This design comes from an exercise in tuning for small area, a short achievable clock period and few clock cycles on the open sky130 flow, not from production work. At most, simulation tests tie the RTL to the original design; equivalence was not proved. For run 1, only the layout was checked, not whether the RTL still works. No activity file was given, so power comes from the tool's default toggle rates.

==> flow/design.v, too long to show whole: its modules and the start of the top module <==
// module lcrv_isqrt: 51 lines
// module lcrv_ram: 21 lines
// module lidar_column_ring_vertical_filter: 2464 lines
module lidar_column_ring_vertical_filter #(
    parameter int ROWS = 64
) (
    input  wire logic                i_clk,
    input  wire logic                i_rst_n,
    input  wire logic                i_in_valid,
    output logic                     o_in_stall,
    input  wire logic                i_func,
    input  wire logic [5:0]          i_row,
    input  wire logic [19:0]         i_gap_mm,
    input  wire logic [17:0]         i_point_id,
    input  wire logic signed [18:0]  i_x_mm,
    input  wire logic signed [18:0]  i_y_mm,
    input  wire logic signed [18:0]  i_z_mm,
    input  wire logic                i_last_in_column,
    input  wire logic                i_cfg_we,
    input  wire logic [15:0]         i_cfg_wdata,
    output logic                     o_out_valid,
    input  wire logic                i_out_stall,
    output logic [17:0]              o_point_id_res,
    output logic                     o_is_vertical,
    output logic                     o_last_of_run
);
  // ...
==> flow/flow/run.sh <==
#!/bin/bash
set -euo pipefail
bash standard.sh SETUP_SLACK_MARGIN=6.2 finish > orfs_make.log 2>&1
==> flow/standard.sh <==
#!/bin/bash
# synth_recipe.tcl (not shown) runs the flow's synth.tcl, then flattens the netlist and writes it again
# the make line also repeats each setting of config.mk as NAME=value (left out here)
make -C /OpenROAD-flow-scripts/flow DESIGN_CONFIG=/design/flow/config.mk WORK_HOME=/design/flow/orfs CLKGATE_MAP_FILE= SYNTH_SCRIPT=/design/flow/synth_recipe.tcl "${@:-finish}"
==> flow/config.mk <==
export PLATFORM = sky130hd
export DESIGN_NAME = lidar_column_ring_vertical_filter
export DESIGN_NICKNAME = lidar_column_ring_vertical_filter
export VERILOG_FILES = /design/flow/design.v
export SDC_FILE = /design/flow/constraint.sdc
export NUM_CORES = 4
export LEC_CHECK = 0
export CAP_MARGIN = 20
export CORE_MARGIN = 2
export CORE_UTILIZATION = 60
export CTS_CLUSTER_DIAMETER = 150
export CTS_CLUSTER_SIZE = 30
export SLEW_MARGIN = 20
==> flow/constraint.sdc <==
create_clock -name core_clock -period 10.0 [get_ports {i_clk}]
set_input_delay 2.0000 -clock core_clock [delete_from_list [all_inputs] [get_ports {i_clk}]]
set_output_delay 2.0000 -clock core_clock [all_outputs]
set_load 0.01 [all_outputs]
==> qor.yml, run 1 <==
outcome:
  outcome: "timing/DRC/antenna clean"
timing:
  finalCritPeriodShare_pct: 43.0
  setup_viol: 0
  maxSlewViolCount: 0
  skew_ns: 0.0365
  slew_headroom_pct: 23.6
logic_synthesis:
  ys_warn_count: 2
  synthesis.area_sq_um: 170000
  synth_top_area_share_pct: 50.2
  muxShareOfSynthArea_pct: 11.6
  synth_top_family_by_area: "multiplexers"
  synth_xor_area_share_pct: 1.57
  seq_area_frac_synth_pct: 67.7
route:
  wl_per_cell_um: 25.7
  drc_errors: 0
final_layout:
  final_cell_mix: "edfxtp_1, dfxtp_1, mux4_2, inv_1, ha_1"
  antenna_cells: 6
  final_common_cell: "edfxtp_1"
  multi_input_area_share_pct: 28.7
  buffers: 513
  num-nets-final: 11600
  bufAreaShareNonClock_pct: 2.60
  seq_cell_count: 4336
  num-fill-cells: 19200
  stdcell_count: 14400
  nClkBuffers: 269
min_path:
  min_to: "q10_rad[16]"
cts:
  cts_hold_buf: 0
  clock-sinks: 4336
  post_cts_buffers: 120
global_routing:
  first_global_vias: 87100
  grt_pass1_wl_mm: 551
critical_path:
  endpoint: "q16_rem[12]"
  criticalPathCategory: "register to register"
  reg2reg_slack_ns: 5.70
  cp-start-kind: "register"
  reg2reg_to: "q16_rem[12]"
  cp_top_family: "compound AO/OA/AOI/OAI gates"
  crit_chain: "inv_2 -> ha_4 -> o21a_1 -> o21a_1 -> a211o_1 -> or2_4 -> a21oi_2 -> ha_4 -> a21o_1 -> a21o_1 -> a221o_1 -> nor2_4 -> o21ai_4 -> a211o_4 -> a21boi_4 -> inv_2 -> mux2_4"
power_and_ir_drop:
  power.group.top: "registers"
floorplanning:
  num_rows: 195
  die_w_um: 537
placement:
  routabilityCongestion: 0.846
==> run 2: changes to the inputs <==
--- a/flow/design.v
+++ b/flow/design.v
@@ -2130,26 +2130,28 @@
     assign ge12 = !dd12[15];
     logic              q13_v, q13_func, q13_last, q13_have;
     logic [5:0]        q13_row;
     logic [17:0]       q13_id;
     logic [18:0]       q13_zg;
     logic [13:0]      q13_rem;
     logic [12:0]    q13_root;
     logic [11:0] q13_rad;
-    assign q13_v = q12_v;
-    assign q13_func = q12_func;
-    assign q13_last = q12_last;
-    assign q13_have = q12_have;
-    assign q13_row = q12_row;
-    assign q13_id = q12_id;
-    assign q13_zg = q12_zg;
-    assign q13_rem  = (ge12 ? dd12[13:0] : t12[13:0]);
-    assign q13_root = {q12_root, ge12};
-    assign q13_rad  = q12_rad[11:0];
+    always_ff @(posedge i_clk) begin
+        q13_v    <= q12_v && (i_rst_n || !q12_func);
+        q13_func <= q12_func;
+        q13_last <= q12_last;
+        q13_have <= q12_have;
+        q13_row <= q12_row;
+        q13_id <= q12_id;
+        q13_zg <= q12_zg;
+        q13_rem  <= (ge12 ? dd12[13:0] : t12[13:0]);
+        q13_root <= {q12_root, ge12};
+        q13_rad  <= q12_rad[11:0];
+    end
     logic [15:0] t13;
     logic [14:0] tr13;
     logic [16:0] dd13;
     logic          ge13;
     assign t13  = {q13_rem, q13_rad[11:10]};
     assign tr13 = {q13_root, 2'b01};
     assign dd13 = {1'b0, t13} - 17'(tr13);
     assign ge13 = !dd13[16];
@@ -2182,26 +2184,28 @@
     assign ge14 = !dd14[17];
     logic              q15_v, q15_func, q15_last, q15_have;
     logic [5:0]        q15_row;
     logic [17:0]       q15_id;
     logic [18:0]       q15_zg;
     logic [15:0]      q15_rem;
     logic [14:0]    q15_root;
     logic [7:0] q15_rad;
-    assign q15_v = q14_v;
-    assign q15_func = q14_func;
-    assign q15_last = q14_last;
-    assign q15_have = q14_have;
-    assign q15_row = q14_row;
-    assign q15_id = q14_id;
-    assign q15_zg = q14_zg;
-    assign q15_rem  = (ge14 ? dd14[15:0] : t14[15:0]);
-    assign q15_root = {q14_root, ge14};
-    assign q15_rad  = q14_rad[7:0];
+    always_ff @(posedge i_clk) begin
+        q15_v    <= q14_v && (i_rst_n || !q14_func);
+        q15_func <= q14_func;
+        q15_last <= q14_last;
+        q15_have <= q14_have;
+        q15_row <= q14_row;
+        q15_id <= q14_id;
+        q15_zg <= q14_zg;
+        q15_rem  <= (ge14 ? dd14[15:0] : t14[15:0]);
+        q15_root <= {q14_root, ge14};
+        q15_rad  <= q14_rad[7:0];
+    end
     logic [17:0] t15;
     logic [16:0] tr15;
     logic [18:0] dd15;
     logic          ge15;
     assign t15  = {q15_rem, q15_rad[7:6]};
     assign tr15 = {q15_root, 2'b01};
     assign dd15 = {1'b0, t15} - 19'(tr15);
     assign ge15 = !dd15[18];
@@ -2527,27 +2531,38 @@
     logic        r_at_start, r_cur_vert;
     logic        w_avail, w_out_free, w_st_load;
     logic [19:0] w_qe;
     logic        w_evert;
     assign w_out_take = out_v && !i_out_stall;
     assign w_out_free = !out_v || !i_out_stall;
     assign w_avail    = (r_rd != r_cp);
     assign w_st_load  = w_avail && (!st_v || w_out_free);
-    assign w_qe       = r_q[r_rd[5:0]];
-    assign w_evert    = r_at_start ? (!w_qe[1] && r_vb[r_rd[5:0]]) : r_cur_vert;
+    logic [63:0] r_rdoh;
+    logic        w_qvb;
+    always_comb begin
+        w_qe  = '0;
+        w_qvb = 1'b0;
+        for (int i = 0; i < 64; i++) begin
+            w_qe  = w_qe | (r_q[i] & {20{r_rdoh[i]}});
+            w_qvb = w_qvb | (r_vb[i] & r_rdoh[i]);
+        end
+    end
+    assign w_evert    = r_at_start ? (!w_qe[1] && w_qvb) : r_cur_vert;
     always_ff @(posedge i_clk) begin
         if (!i_rst_n) begin
             r_rd       <= '0;
+            r_rdoh     <= 64'd1;
             st_v       <= 1'b0;
             out_v      <= 1'b0;
             r_at_start <= 1'b1;
         end else begin
             if (w_st_load) begin
                 r_rd       <= r_rd + 7'd1;
+                r_rdoh     <= {r_rdoh[62:0], r_rdoh[63]};
                 r_at_start <= w_qe[1];
             end
             if (w_st_load) begin
                 st_v <= 1'b1;
             end else if (w_out_free) begin
                 st_v <= 1'b0;
             end
             if (w_out_free) begin
==> run 2 against run 1 <==
Maximum frequency is 11% higher. Clock power is 5.2% higher. First-iteration DRC count is 55% higher. Sequential share of layout area is 1.8 points higher. Non-clock buffer count is 37 higher. Clock skew is 0.052 ns higher. Routed wire length is 22% higher. Critical path depth is 5 lower. Synthesized area is 1.7% higher. Count of clock-buffer cells in the layout is 25 higher. Combinational power is about 20% lower. Critical endpoint is now s1_t18_1. Largest cell class unchanged.
==> qor.yml, run 2 <==
logic_synthesis:
  synth.area.top_cells: "edfxtp_1, dfxtp_1, fa_1"  # was edfxtp_1, dfxtp_1, mux4_2
  ys_types: 93  # was 98
  async_flop_share_pct: 0  # unchanged
  yosysMostFrequentCell: "edfxtp_1"  # unchanged
  synth_top_area_share_pct: 49.3  # was 50.2%
  synth_edf_count: 2845  # unchanged
  synthesis.area_sq_um: 173000  # was 170000 sq um
  seq_area_frac_synth_pct: 69.2  # was 67.7%
  netlist_instances: 11200  # was 10.2k
  yosys.area.top_type: "edfxtp_1"  # unchanged
  synth_seq_cells: 4566  # was 4336
  ys_warn_count: 2  # unchanged
  syn_nets: 12200  # was 11.2k
  synthTopCellsByCount: "edfxtp_1, dfxtp_1, inv_1, nand2_1, nor2_1"  # was edfxtp_1, dfxtp_1, mux4_2, inv_1, nor2_1
  syn_area_per_cell_sq_um: 15.4  # was 16.6 sq um
  synth_ff_type: "edfxtp_1"  # unchanged
placement:
  routabilityCongestion: 0.875  # was 0.846
  io_buffers: 145  # unchanged
  hpwl_mm: 267  # was 225 mm
final_layout:
  num-nets-final: 12500  # was 11.6k
  multi_input_area_sq_um: 50300  # was 53300 sq um
  largest_register_ff_count: 1280  # unchanged
  regArea_sq_um: 120000  # was 115000 sq um
  final_cell_mix: "edfxtp_1, dfxtp_1, inv_1, nand2_1, ha_1"  # was edfxtp_1, dfxtp_1, mux4_2, inv_1, ha_1
  area_growth_pct: 8.53  # was 9.32%
  num-fill-cells: 20400  # was 19.2k
  final_common_cell: "edfxtp_1"  # unchanged
  drive_above_1_share_pct: 12.3  # was 18.6%
  fin_util_pct: 65.3  # was 65.9%
timing:
  maxSlewViolCount: 0  # unchanged
  finalSetupTns_ns: 0  # unchanged
  max_freq_mhz: 259  # was 233 MHz
  rsz0062_at_grt: "yes"  # unchanged
  setup_viol: 0  # unchanged
  finalCritPeriodShare_pct: 38.7  # was 43.0%
  skew_ns: 0.0889  # was 0.0365 ns
  hold_violations: 0  # unchanged
  worst_pin_slew_ns: 1.18  # was 1.14 ns
  period_minus_slack_ns: 3.87  # was 4.30 ns
  fin_hold_ws_ns: 0.256  # was 0.308 ns
  slew_headroom_pct: 21.3  # was 23.6%
min_path:
  hold_class: "register to register"  # unchanged
  whs_path_depth: 0  # unchanged
  min_to: "q13_id[16]"  # was q10_rad[16]
  hold_start: "q12_id[16]"  # was q8_rad[16]
global_routing:
  grt_antenna_before_repair: 19  # was 15
  first_global_vias: 95100  # was 87.1k
  grt_usage_pct: 30.5  # was 25.7%
  grt_pass1_wl_mm: 646  # was 551 mm
  use_met3_pct: 6.39  # was 3.21%
  gr-usage-met1_pct: 40.6  # was 37.5%
  grt_overflow: 0  # unchanged
  gr-max-usage-layer: "met2"  # unchanged
  groute.layer.met2.usage_pct: 48.8  # was 42.3%
  grt_max_degree: 71  # was 111
job:
  maxCapViolCount: 0  # unchanged
critical_path:
  crit_fanout: 2  # was 7
  cp-start-kind: "register"  # unchanged
  criticalPathCategory: "register to register"  # unchanged
  reg2reg_from: "s0_vx[15]"  # was q14_root[11]
  reg2reg_slack_ns: 6.13  # was 5.70 ns
  crit_required_ns: 10.77  # was 10.80 ns
  reg2regPathDepth: 12  # was 17
  crit_path_start: "s0_vx[15]"  # was q14_root[11]
  reg2reg_to: "s1_t18_1"  # was q16_rem[12]
  cp-end-kind: "register"  # unchanged
  cp.arrival_ns: 4.64  # was 5.10 ns
route:
  drt_wl_total_mm: 453  # was 371 mm
  ant_nets: 0  # unchanged
  vias: 97000  # was 85.9k
  drtPass1Iterations: 8  # was 6
  drc_errors: 0  # unchanged
  via_per_inst: 6.27  # was 5.95
  wl_per_cell_um: 29.3  # was 25.7 um
  dr.first_iter.drc_count: 12800  # was 8243
floorplanning:
  start_util_pct: 60.2  # was 60.3%
  num_rows: 197  # was 195
  dieArea_sq_um: 293000  # was 288000 sq um
  design.core.area_sq_um: 288000  # was 282000 sq um
  die_w_um: 541  # was 537 um
  pin_count: 146  # unchanged
  die_h_um: 541  # was 537 um
outcome:
  outcome: "timing/DRC/antenna clean"  # unchanged
cts:
  cts_tree: "built"  # unchanged
  clock_path_buffers: 4  # unchanged
  htreeDepth: 4  # unchanged
  clock-root-buffer: "clkbuf_16"  # unchanged
  clk_latency_ns: 0.94  # was 0.91 ns
  clk_pin_slew_worst_paths_ns: 0.12  # about the same
  cts_hold_buf: 0  # unchanged
  numCtsBuffers: 174  # was 166
  clock-sinks: 4566  # was 4336
power_and_ir_drop:
  pwr_density_cell_nw_per_um2: 244  # was 258 nW/um^2
  power_uw: 45800  # was 48000 uW
  ir_drop_mv: 0.254  # was 0.261 mV
  leakage_uw: 0.0689  # was 0.0667 uW
[run 2: changes by cell type after synthesis, sizes merged, moves of 32 or more]
cell    previous run  this run
mux4             783       323
clkbuf           256       359
a22o               2       340
nand2            381       506
nand4             25       112
nand3             73       105
a21oi            290       357
dfxtp           1491      1721
a221oi             7       342
or4                6        45
inv              782       821
[run 2: cell families (layout without fill, tap and decap cells)]
kind of cell / count (synthesis) / in the layout / share of synthesized area (%)
flops: 4566 / 4566 / 69.2
simple gates: 1942 / 1942 / 5.53
xor+xnor: 316 / 316 / 1.60
compound gates: 1758 / 1758 / 7.45
other cells: 0 / 23 / 0
mux: 538 / 538 / 5.54
fa+ha+maj: 865 / 865 / 7.93
buf+inv: 1244 / 1679 / 2.72
[run 2: layer usage]
metal | vias up | share of wire, %
met4 | 6 | 5.4
met2 | 5033 | 46
met5 | - | 0.0073
met3 | 1150 | 10
met1 | 49000 | 38
li1 | 41700 | -
[run 2: area by class of cell]
cell class	instances	share of cell area [%]
Clock inverter	10	0.0699
Clock buffer	294	2.58
Timing Repair Buffer	550	2.55
Tap cell	3781	2.52
Antenna cell	23	0.0306
Sequential cell	4566	63.8
Timing Repair inverter	2	0.00799
Inverter	823	1.66
Multi-Input combinational cell	5419	26.7
[run 2: worst max path at each step]
stage | to | slack [ns] | depth (start not counted)
after floorplan | q12_rem[11] | 6.10 | 22
after detailed placement | r_rd[6] | 4.63 | 10
after global routing | q12_rem[8] | 5.99 | 19
after global placement | r_rd[6] | 4.65 | 10
final | s1_t18_1 | 6.13 | 12
after CTS | s1_t18_1 | 6.12 | 12
[run 2: where the power goes]
part	internal [uW]	leakage (uW)	switching, uW	total [uW]
registers	21800	0.0405	850	22600
clock network	3390	0.00237	5480	8870
logic	6690	0.0260	7640	14300
[run 2: what timing repair did]
| item | 4_1_cts | 5_1_grt |
|---|---|---|
| cloned | 3 | 1 |
| pin swaps | 37 | 99 |
| buffers inserted | 59 | 43 |
| hold endpoints to repair | 0 | 0 |
| resized for setup | 168 | 195 |
| setup endpoints to repair | 240 | 185 |
[run 2: per-stage QoR]
step	cell area [sq um]	setup WS (ns)	instances
finish	188000	6.13	15500
global route	188000	5.99	15400
CTS	187000	6.12	15400
detailed placement	181000	4.63	15000
global placement	181000	4.65	15000
floorplan	173000	6.10	11200
[run 2: critical path: stages (launching register included)]
cell,delay [ns]
dfxtp_2,0.35
buf_12,0.14
and2_4,0.15
fa_1,0.50
inv_1,0.05
fa_1,0.47
inv_1,0.05
fa_1,0.47
inv_1,0.06
fa_2,0.52
inv_2,0.04
fa_2,0.56
fa_1,0.41
Testbench counts of run 2, summed over its fixed seeds: cycles 5,169.

## what the ideal ports hide
How much do the figures lean on ideal ports? The routed layouts below were timed once more, with nothing changed but the port constraints.
Step 1, drivers: a clkbuf_16 drives i_clk and a buf_2 each remaining input, both assumed.
Step 2 moves the port delays by t, midway between the first and last clock arrival at a register: inputs arrive t later, outputs are due t later. That takes back most of the time a late clock gives input paths.
Slacks: ideal / step 1 / step 2; pairs: ideal / step 1.
run	shift t [ns]	slack for setup (ns)	worst setup path at the end	worst data-port slew with drivers (ns)
run 1	0.984	5.701 / 5.701 / 5.518	input to register	0.10
run 2	0.997	6.134 / 6.134 / 5.430	input to register	0.05
After both steps setup and hold are still met in every run listed. For run 2, which loses most, drivers alone change the setup slack by 0.000 ns; drivers and shift together by -0.704 ns.
